What follows belongs to an exercise in optimizing a design on an open flow for small area, a short achievable clock period and few clock cycles per item; a production flow would make more cautious choices.
RTL that was checked went through simulation tests only; none was proved equivalent to the original.
Power is estimated from default activity; no workload was simulated.

==> inputs of run a <==
==> flow/design.v <==
`timescale 1ns / 1ps
package wsm_pkg;
  localparam int unsigned MAX_PATTERN_WORDS = 32;
  localparam int unsigned IDX_W             = $clog2(MAX_PATTERN_WORDS);
  localparam int unsigned WORD_W            = 64;
  localparam int unsigned CNT_W             = 17;
  localparam int unsigned LEN_W             = 6;
  localparam logic [CNT_W-1:0] TEXT_CAP     = 17'd65536;
  localparam int unsigned IN_FIELDS_W  = IDX_W + WORD_W;
  localparam int unsigned IN_DATA_W    = ((IN_FIELDS_W + 7) / 8) * 8;
  localparam int unsigned OUT_FIELDS_W = 1 + 3 * CNT_W;
  localparam int unsigned OUT_DATA_W   = ((OUT_FIELDS_W + 7) / 8) * 8;
  typedef enum logic [1:0] {
    OP_LOAD     = 2'd0,
    OP_TEXT     = 2'd1,
    OP_NEW_TEXT = 2'd2,
    OP_NONE     = 2'd3
  } op_t;
  typedef struct packed {
    logic shift_word;    
    logic clear_words;   
    logic rotate_pat;    
  } cell_ctrl_t;
endpackage
`timescale 1ns / 1ps
module wsm_cell (
  input  logic                       clk,
  input  logic                       load_en,    
  input  logic [wsm_pkg::WORD_W-1:0] load_code,
  input  logic                       shift,      
  input  logic [wsm_pkg::WORD_W-1:0] word_in,
  input  logic [wsm_pkg::WORD_W-1:0] newest,
  output logic [wsm_pkg::WORD_W-1:0] word_out,
  output logic                       eq
);
  logic [wsm_pkg::WORD_W-1:0] word_r;
  logic [wsm_pkg::WORD_W-1:0] pat_r;
  always_ff @(posedge clk) begin
    if (shift) begin
      word_r <= word_in;
    end
  end
  always_ff @(posedge clk) begin
    if (load_en) begin
      pat_r <= load_code;
    end
  end
  assign eq       = (newest == pat_r);
  assign word_out = word_r;
endmodule
`timescale 1ns / 1ps
module word_sequence_matcher_unit (
  input  logic                           clk,
  input  logic                           rst_n,
  input  logic                           in_tvalid,
  output logic                           in_tready,
  input  logic [wsm_pkg::IN_DATA_W-1:0]  in_tdata,
  input  logic [1:0]                     in_tuser,
  output logic                           out_tvalid,
  input  logic                           out_tready,
  output logic [wsm_pkg::OUT_DATA_W-1:0] out_tdata,
  input  logic                           cfg_wr_en,
  input  logic [wsm_pkg::LEN_W-1:0]      cfg_wr_data
);
  localparam int unsigned N  = wsm_pkg::MAX_PATTERN_WORDS;
  localparam int unsigned IW = wsm_pkg::IDX_W;
  localparam int unsigned WW = wsm_pkg::WORD_W;
  localparam int unsigned CW = wsm_pkg::CNT_W;
  wsm_pkg::op_t          in_op;
  logic [IW-1:0]         in_idx;
  logic [WW-1:0]         in_code;
  logic                  in_acc;
  logic                  acc_text;
  logic                  acc_load;
  logic                  acc_new;
  logic [IW-1:0]         len_m1_r;
  logic [IW-1:0]         cfg_len_m1;
  logic [CW-1:0]         pos_r;
  logic [CW-1:0]         pos_nxt;
  logic [CW-1:0]         cnt_r;
  logic [CW-1:0]         cnt_nxt;
  logic [N-1:0]          pre_r;
  logic [N-1:0]          pre_nxt;
  logic                  stale_r;
  logic                  redo_r;
  logic [IW-1:0]         redo_cnt_r;
  logic                  redo_start;
  logic                  turn;
  logic                  b_valid_r;
  logic                  b_text_r;
  logic                  b_new_r;
  logic [IW-1:0]         b_len_m1_r;
  logic [CW-1:0]         b_pos_r;
  logic                  b_wait;
  logic                  b_go;
  logic                  c_valid_r;
  logic                  c_new_r;
  logic [N-1:0]          c_pick_r;
  logic [CW-1:0]         c_start_r;
  logic [CW-1:0]         c_pos_r;
  logic                  c_go;
  logic                  out_valid_r;
  logic                  out_valid_nxt;
  logic                  b_valid_nxt;
  logic                  b_text_nxt;
  logic                  c_valid_nxt;
  logic                  stale_nxt;
  logic                  redo_nxt;
  logic                  b_wait_nxt;
  logic                  rdy_any_r;
  logic                  rdy_out_r;
  logic [wsm_pkg::OUT_FIELDS_W-1:0] out_data_r;
  logic [WW-1:0]         word_link [N];
  logic [WW-1:0]         ring_in;
  logic [N-1:0]          cell_eq;
  logic                  hit;
  logic [CW-1:0]         start;
  assign in_op   = wsm_pkg::op_t'(in_tuser);
  assign in_idx  = in_tdata[IW-1:0];
  assign in_code = in_tdata[IW+WW-1:IW];
  assign b_wait    = b_text_r && (stale_r || redo_r);
  assign c_go      = c_valid_r && (!out_valid_r || out_tready);
  assign b_go      = b_valid_r && !b_wait && (!c_valid_r || c_go);
  assign in_tready = rdy_any_r || (rdy_out_r && out_tready);
  assign in_acc    = in_tvalid && in_tready;
  assign acc_text  = in_acc && (in_op == wsm_pkg::OP_TEXT);
  assign acc_load  = in_acc && (in_op == wsm_pkg::OP_LOAD);
  assign acc_new   = in_acc && (in_op == wsm_pkg::OP_NEW_TEXT);
  always_comb begin
    priority if (cfg_wr_data == '0) begin
      cfg_len_m1 = '0;
    end else if (cfg_wr_data >= wsm_pkg::LEN_W'(N)) begin
      cfg_len_m1 = IW'(N - 1);
    end else begin
      cfg_len_m1 = IW'(cfg_wr_data - 1'b1);
    end
  end
  always_ff @(posedge clk) begin
    if (!rst_n) begin
      len_m1_r <= '0;
    end else if (cfg_wr_en) begin
      len_m1_r <= cfg_len_m1;
    end
  end
  assign redo_start = b_text_r && stale_r && !redo_r && !c_valid_r;
  assign turn       = redo_start || redo_r;
  assign ring_in    = turn ? word_link[N-1] : in_code;
  for (genvar k = 0; k < N; k++) begin : g_cell
    wsm_cell u_cell (
      .clk       (clk),
      .load_en   (acc_load && (in_idx == IW'(k))),
      .load_code (in_code),
      .shift     (acc_text || turn),
      .word_in   ((k == 0) ? ring_in : word_link[(k + N - 1) % N]),
      .newest    (word_link[0]),
      .word_out  (word_link[k]),
      .eq        (cell_eq[k])
    );
  end
  always_comb begin
    stale_nxt = stale_r;
    redo_nxt  = redo_r;
    if (redo_start) begin
      redo_nxt = 1'b1;
    end else if (redo_r && (redo_cnt_r == IW'(1))) begin
      redo_nxt  = 1'b0;
      stale_nxt = 1'b0;
    end
    if (acc_load && (pos_r != '0)) begin
      stale_nxt = 1'b1;
    end else if (acc_new) begin
      stale_nxt = 1'b0;
    end
  end
  always_ff @(posedge clk) begin
    if (!rst_n) begin
      stale_r    <= 1'b0;
      redo_r     <= 1'b0;
      redo_cnt_r <= '0;
    end else begin
      stale_r <= stale_nxt;
      redo_r  <= redo_nxt;
      if (redo_start) begin
        redo_cnt_r <= IW'(N - 1);
      end else if (redo_r) begin
        redo_cnt_r <= redo_cnt_r - 1'b1;
      end
    end
  end
  assign pre_nxt = {pre_r[N-2:0], 1'b1} & cell_eq;
  always_ff @(posedge clk) begin
    if (redo_start) begin
      pre_r <= '0;
    end else if (redo_r || (b_go && b_text_r)) begin
      pre_r <= pre_nxt;
    end
  end
  always_comb begin
    pos_nxt = pos_r;
    if (acc_text && (pos_r < wsm_pkg::TEXT_CAP)) begin
      pos_nxt = pos_r + 1'b1;
    end else if (acc_new) begin
      pos_nxt = '0;
    end
  end
  always_ff @(posedge clk) begin
    if (!rst_n) begin
      pos_r <= '0;
    end else begin
      pos_r <= pos_nxt;
    end
  end
  always_comb begin
    b_valid_nxt = b_valid_r;
    b_text_nxt  = b_text_r;
    if (in_acc) begin
      b_valid_nxt = 1'b1;
      b_text_nxt  = (in_op == wsm_pkg::OP_TEXT);
    end else if (b_go) begin
      b_valid_nxt = 1'b0;
      b_text_nxt  = 1'b0;
    end
  end
  always_ff @(posedge clk) begin
    if (!rst_n) begin
      b_valid_r <= 1'b0;
      b_text_r  <= 1'b0;
    end else begin
      b_valid_r <= b_valid_nxt;
      b_text_r  <= b_text_nxt;
    end
  end
  always_ff @(posedge clk) begin
    if (in_acc) begin
      b_new_r    <= (in_op == wsm_pkg::OP_NEW_TEXT);
      b_len_m1_r <= len_m1_r;
      b_pos_r    <= pos_nxt;
    end
  end
  always_comb begin
    c_valid_nxt = c_valid_r;
    if (b_go) begin
      c_valid_nxt = 1'b1;
    end else if (c_go) begin
      c_valid_nxt = 1'b0;
    end
  end
  always_ff @(posedge clk) begin
    if (!rst_n) begin
      c_valid_r <= 1'b0;
    end else begin
      c_valid_r <= c_valid_nxt;
    end
  end
  always_ff @(posedge clk) begin
    if (b_go) begin
      c_new_r   <= b_new_r;
      c_pick_r  <= (b_text_r && (b_pos_r > CW'(b_len_m1_r))) ? (N'(1) << b_len_m1_r) : '0;
      c_start_r <= b_pos_r - CW'(b_len_m1_r);
      c_pos_r   <= b_pos_r;
    end
  end
  always_comb begin
    hit   = |(pre_r & c_pick_r);
    start = hit ? c_start_r : '0;
  end
  always_comb begin
    cnt_nxt = cnt_r;
    if (c_new_r) begin
      cnt_nxt = '0;
    end else if (hit && (cnt_r < wsm_pkg::TEXT_CAP)) begin
      cnt_nxt = cnt_r + 1'b1;
    end
  end
  always_ff @(posedge clk) begin
    if (!rst_n) begin
      cnt_r <= '0;
    end else if (c_go) begin
      cnt_r <= cnt_nxt;
    end
  end
  always_comb begin
    out_valid_nxt = out_valid_r;
    if (c_go) begin
      out_valid_nxt = 1'b1;
    end else if (out_tready) begin
      out_valid_nxt = 1'b0;
    end
  end
  always_ff @(posedge clk) begin
    if (!rst_n) begin
      out_valid_r <= 1'b0;
    end else begin
      out_valid_r <= out_valid_nxt;
    end
  end
  assign b_wait_nxt = b_text_nxt && (stale_nxt || redo_nxt);
  always_ff @(posedge clk) begin
    if (!rst_n) begin
      rdy_any_r <= 1'b1;
      rdy_out_r <= 1'b1;
    end else begin
      rdy_any_r <= !b_valid_nxt || (!b_wait_nxt && (!c_valid_nxt || !out_valid_nxt));
      rdy_out_r <= !b_wait_nxt;
    end
  end
  always_ff @(posedge clk) begin
    if (c_go) begin
      out_data_r <= {c_pos_r, cnt_nxt, start, hit};
    end
  end
  assign out_tvalid = out_valid_r;
  assign out_tdata  = {{(wsm_pkg::OUT_DATA_W - wsm_pkg::OUT_FIELDS_W){1'b0}}, out_data_r};
endmodule
==> flow/run.sh <==
#!/bin/bash
# synth_recipe.tcl (not shown) runs the flow's synth.tcl, then flattens the netlist and writes it again
# the make line also repeats each setting of config.mk as NAME=value (left out here)
make -C /OpenROAD-flow-scripts/flow DESIGN_CONFIG=/design/flow/config.mk WORK_HOME=/design/flow/orfs CLKGATE_MAP_FILE= SYNTH_SCRIPT=/design/flow/synth_recipe.tcl finish
==> flow/config.mk <==
export PLATFORM = sky130hd
export DESIGN_NAME = word_sequence_matcher_unit
export DESIGN_NICKNAME = word_sequence_matcher_unit
export VERILOG_FILES = /design/flow/design.v
export SDC_FILE = /design/flow/constraint.sdc
export NUM_CORES = 4
export LEC_CHECK = 0
export ABC_CLOCK_PERIOD_IN_PS = 2400
export CAP_MARGIN = 20
export CORE_MARGIN = 2
export CORE_UTILIZATION = 60
export CTS_CLUSTER_DIAMETER = 50
export CTS_CLUSTER_SIZE = 20
export PLACE_DENSITY = 0.72
export SETUP_SLACK_MARGIN = 2.6
export SLEW_MARGIN = 20
==> flow/constraint.sdc <==
create_clock -name core_clock -period 5.0 [get_ports {clk}]
set_input_delay 1.0000 -clock core_clock [delete_from_list [all_inputs] [get_ports {clk}]]
set_output_delay 1.0000 -clock core_clock [all_outputs]
set_load 0.01 [all_outputs]
==> run b: changes against run a <==
==> flow/design.v, changed modules only <==
module word_sequence_matcher_unit (
  input  logic                           clk,
  input  logic                           rst_n,
  input  logic                           in_tvalid,
  output logic                           in_tready,
  input  logic [wsm_pkg::IN_DATA_W-1:0]  in_tdata,
  input  logic [1:0]                     in_tuser,
  output logic                           out_tvalid,
  input  logic                           out_tready,
  output logic [wsm_pkg::OUT_DATA_W-1:0] out_tdata,
  input  logic                           cfg_wr_en,
  input  logic [wsm_pkg::LEN_W-1:0]      cfg_wr_data
);
  localparam int unsigned N  = wsm_pkg::MAX_PATTERN_WORDS;
  localparam int unsigned IW = wsm_pkg::IDX_W;
  localparam int unsigned WW = wsm_pkg::WORD_W;
  localparam int unsigned CW = wsm_pkg::CNT_W;
  wsm_pkg::op_t          in_op;
  logic [IW-1:0]         in_idx;
  logic [WW-1:0]         in_code;
  logic                  in_acc;
  logic                  acc_text;
  logic                  acc_load;
  logic                  acc_new;
  logic [IW-1:0]         len_m1_r;
  logic [IW-1:0]         cfg_len_m1;
  logic [CW-1:0]         pos_r;
  logic [CW-1:0]         pos_nxt;
  logic [CW-1:0]         cnt_r;
  logic [CW-1:0]         cnt_nxt;
  logic [N-1:0]          pre_r;
  logic [N-1:0]          pre_nxt;
  logic                  stale_r;
  logic                  redo_r;
  logic [IW-1:0]         redo_cnt_r;
  logic                  redo_start;
  logic                  turn;
  logic                  b_valid_r;
  logic                  b_text_r;
  logic                  b_new_r;
  logic [IW-1:0]         b_len_m1_r;
  logic [CW-1:0]         b_pos_r;
  logic                  b_wait;
  logic                  b_go;
  logic                  c_valid_r;
  logic                  c_text_r;
  logic                  c_new_r;
  logic [IW-1:0]         c_len_m1_r;
  logic [CW-1:0]         c_pos_r;
  logic                  c_go;
  logic                  out_valid_r;
  logic [wsm_pkg::OUT_FIELDS_W-1:0] out_data_r;
  logic [WW-1:0]         word_link [N];
  logic [WW-1:0]         ring_in;
  logic [N-1:0]          cell_eq;
  logic                  hit;
  logic [CW-1:0]         start;
  assign in_op   = wsm_pkg::op_t'(in_tuser);
  assign in_idx  = in_tdata[IW-1:0];
  assign in_code = in_tdata[IW+WW-1:IW];
  assign b_wait    = b_text_r && (stale_r || redo_r);
  assign c_go      = c_valid_r && (!out_valid_r || out_tready);
  assign b_go      = b_valid_r && !b_wait && (!c_valid_r || c_go);
  assign in_tready = !b_valid_r || b_go;
  assign in_acc    = in_tvalid && in_tready;
  assign acc_text  = in_acc && (in_op == wsm_pkg::OP_TEXT);
  assign acc_load  = in_acc && (in_op == wsm_pkg::OP_LOAD);
  assign acc_new   = in_acc && (in_op == wsm_pkg::OP_NEW_TEXT);
  always_comb begin
    priority if (cfg_wr_data == '0) begin
      cfg_len_m1 = '0;
    end else if (cfg_wr_data >= wsm_pkg::LEN_W'(N)) begin
      cfg_len_m1 = IW'(N - 1);
    end else begin
      cfg_len_m1 = IW'(cfg_wr_data - 1'b1);
    end
  end
  always_ff @(posedge clk) begin
    if (!rst_n) begin
      len_m1_r <= '0;
    end else if (cfg_wr_en) begin
      len_m1_r <= cfg_len_m1;
    end
  end
  assign redo_start = b_text_r && stale_r && !redo_r && !c_valid_r;
  assign turn       = redo_start || redo_r;
  assign ring_in    = turn ? word_link[N-1] : in_code;
  for (genvar k = 0; k < N; k++) begin : g_cell
    wsm_cell u_cell (
      .clk       (clk),
      .load_en   (acc_load && (in_idx == IW'(k))),
      .load_code (in_code),
      .shift     (acc_text || turn),
      .word_in   ((k == 0) ? ring_in : word_link[(k + N - 1) % N]),
      .newest    (word_link[0]),
      .word_out  (word_link[k]),
      .eq        (cell_eq[k])
    );
  end
  always_ff @(posedge clk) begin
    if (!rst_n) begin
      stale_r    <= 1'b0;
      redo_r     <= 1'b0;
      redo_cnt_r <= '0;
    end else begin
      if (redo_start) begin
        redo_r     <= 1'b1;
        redo_cnt_r <= IW'(N - 1);
      end else if (redo_r) begin
        redo_cnt_r <= redo_cnt_r - 1'b1;
        if (redo_cnt_r == IW'(1)) begin
          redo_r  <= 1'b0;
          stale_r <= 1'b0;
        end
      end
      if (acc_load && (pos_r != '0)) begin
        stale_r <= 1'b1;
      end else if (acc_new) begin
        stale_r <= 1'b0;
      end
    end
  end
  assign pre_nxt = {pre_r[N-2:0], 1'b1} & cell_eq;
  always_ff @(posedge clk) begin
    if (redo_start) begin
      pre_r <= '0;
    end else if (redo_r || (b_go && b_text_r)) begin
      pre_r <= pre_nxt;
    end
  end
  always_comb begin
    pos_nxt = pos_r;
    if (acc_text && (pos_r < wsm_pkg::TEXT_CAP)) begin
      pos_nxt = pos_r + 1'b1;
    end else if (acc_new) begin
      pos_nxt = '0;
    end
  end
  always_ff @(posedge clk) begin
    if (!rst_n) begin
      pos_r <= '0;
    end else begin
      pos_r <= pos_nxt;
    end
  end
  always_ff @(posedge clk) begin
    if (!rst_n) begin
      b_valid_r <= 1'b0;
      b_text_r  <= 1'b0;
    end else if (in_acc) begin
      b_valid_r <= 1'b1;
      b_text_r  <= (in_op == wsm_pkg::OP_TEXT);
    end else if (b_go) begin
      b_valid_r <= 1'b0;
      b_text_r  <= 1'b0;
    end
  end
  always_ff @(posedge clk) begin
    if (in_acc) begin
      b_new_r    <= (in_op == wsm_pkg::OP_NEW_TEXT);
      b_len_m1_r <= len_m1_r;
      b_pos_r    <= pos_nxt;
    end
  end
  always_ff @(posedge clk) begin
    if (!rst_n) begin
      c_valid_r <= 1'b0;
    end else if (b_go) begin
      c_valid_r <= 1'b1;
    end else if (c_go) begin
      c_valid_r <= 1'b0;
    end
  end
  always_ff @(posedge clk) begin
    if (b_go) begin
      c_text_r   <= b_text_r;
      c_new_r    <= b_new_r;
      c_len_m1_r <= b_len_m1_r;
      c_pos_r    <= b_pos_r;
    end
  end
  always_comb begin
    hit   = c_text_r && pre_r[c_len_m1_r] && (c_pos_r > CW'(c_len_m1_r));
    start = hit ? (c_pos_r - CW'(c_len_m1_r)) : '0;
  end
  always_comb begin
    cnt_nxt = cnt_r;
    if (c_new_r) begin
      cnt_nxt = '0;
    end else if (hit && (cnt_r < wsm_pkg::TEXT_CAP)) begin
      cnt_nxt = cnt_r + 1'b1;
    end
  end
  always_ff @(posedge clk) begin
    if (!rst_n) begin
      cnt_r <= '0;
    end else if (c_go) begin
      cnt_r <= cnt_nxt;
    end
  end
  always_ff @(posedge clk) begin
    if (!rst_n) begin
      out_valid_r <= 1'b0;
    end else if (c_go) begin
      out_valid_r <= 1'b1;
    end else if (out_tready) begin
      out_valid_r <= 1'b0;
    end
  end
  always_ff @(posedge clk) begin
    if (c_go) begin
      out_data_r <= {c_pos_r, cnt_nxt, start, hit};
    end
  end
  assign out_tvalid = out_valid_r;
  assign out_tdata  = {{(wsm_pkg::OUT_DATA_W - wsm_pkg::OUT_FIELDS_W){1'b0}}, out_data_r};
endmodule
==> flow/config.mk (replaced) <==
export PLATFORM = sky130hd
export DESIGN_NAME = word_sequence_matcher_unit
export DESIGN_NICKNAME = word_sequence_matcher_unit
export VERILOG_FILES = /design/flow/design.v
export SDC_FILE = /design/flow/constraint.sdc
export NUM_CORES = 4
export LEC_CHECK = 0
export CAP_MARGIN = 20
export CORE_MARGIN = 2
export CORE_UTILIZATION = 40
export SLEW_MARGIN = 20
==> qor summary <==
Logic gate share of total power: run b 3.8%; run a 4.2%
Placeable Area: run b 386000 um^2; run a 260000 um^2
GRT met1 Usage: run b 35.6%; run a 51.0%
Multiplexer share of the synthesized area: run b 0.637%; run a 0.0892%
Transition time at the pin with the least slew margin: run b 1.27 ns; run a 1.27 ns
Number of register bits inferred by synthesis: run b 4277; run a 4322
IR drop worst, VDD: run b 0.329 mV; run a 0.444 mV
Crit-path slowest cell: run b edfxtp_1; run a clkbuf_8
Combined buffer and inverter count along the critical path: run b 3; run a 2
Placed inst area: run b 167000 um^2; run a 165000 um^2
Routed wire length per instance: run b 35.9 um; run a 40.7 um
Post-synthesis share of cell area spent on full adders, half adders and majority gates: run b 0.110%; run a 0.108%
Timing endpoint of the critical path: run b cnt_r[3]; run a pre_r[10]
Share of total power in sequential cells: run b 54.1%; run a 55.0%
Die X: run b 627 um; run a 516 um
Routed vias: run b 86.1k; run a 91.6k
Clk tree area frac: run b 7.50%; run a 6.67%
Detailed-route wire length on metal 1: run b 190 mm; run a 170 mm
Maximum frequency from static timing analysis: run b 252 MHz; run a 379 MHz
Outcome: run b complete, but fails checks; run a timing/DRC/antenna clean
Layout check failures: run b antenna violations; run a -
Starting DRC count in detailed routing: run b 17.6k; run a 20.7k
Number of sinks handled by clock tree synthesis: run b 4277; run a 4322
Testbench counts of run a, summed over its fixed seeds: cycles 37,734, items 37,710.
No functional check of the RTL was part of run b.

port drivers added, routing unchanged:
In the flow no input, the clock included, has a driving cell. The finished layouts below were timed again as built, in two steps. Step 1 (the two cells are an assumption about what drives the block):
set clk [get_ports {clk}]
set_driving_cell -lib_cell sky130_fd_sc_hd__clkbuf_16 $clk
set_driving_cell -lib_cell sky130_fd_sc_hd__buf_2 [delete_from_list [all_inputs] $clk]
Step 2 moves the port delays by t, midway between the first and last clock arrival at a register: inputs arrive t later, outputs are due t later. That takes back most of the time a late clock gives input paths. Slacks: ideal / step 1 / step 2; pairs: ideal / step 1.
run | t, ns | slack for setup (ns) | pins driven straight from the clock port
run a | 1.070 | 2.360 / 2.272 / 1.578 | 1
run b | 1.075 | 1.034 / 1.034 / 0.971 | 1
The setup slack of run a, which loses most, moves by -0.088 ns with the drivers and by -0.782 ns with both steps.
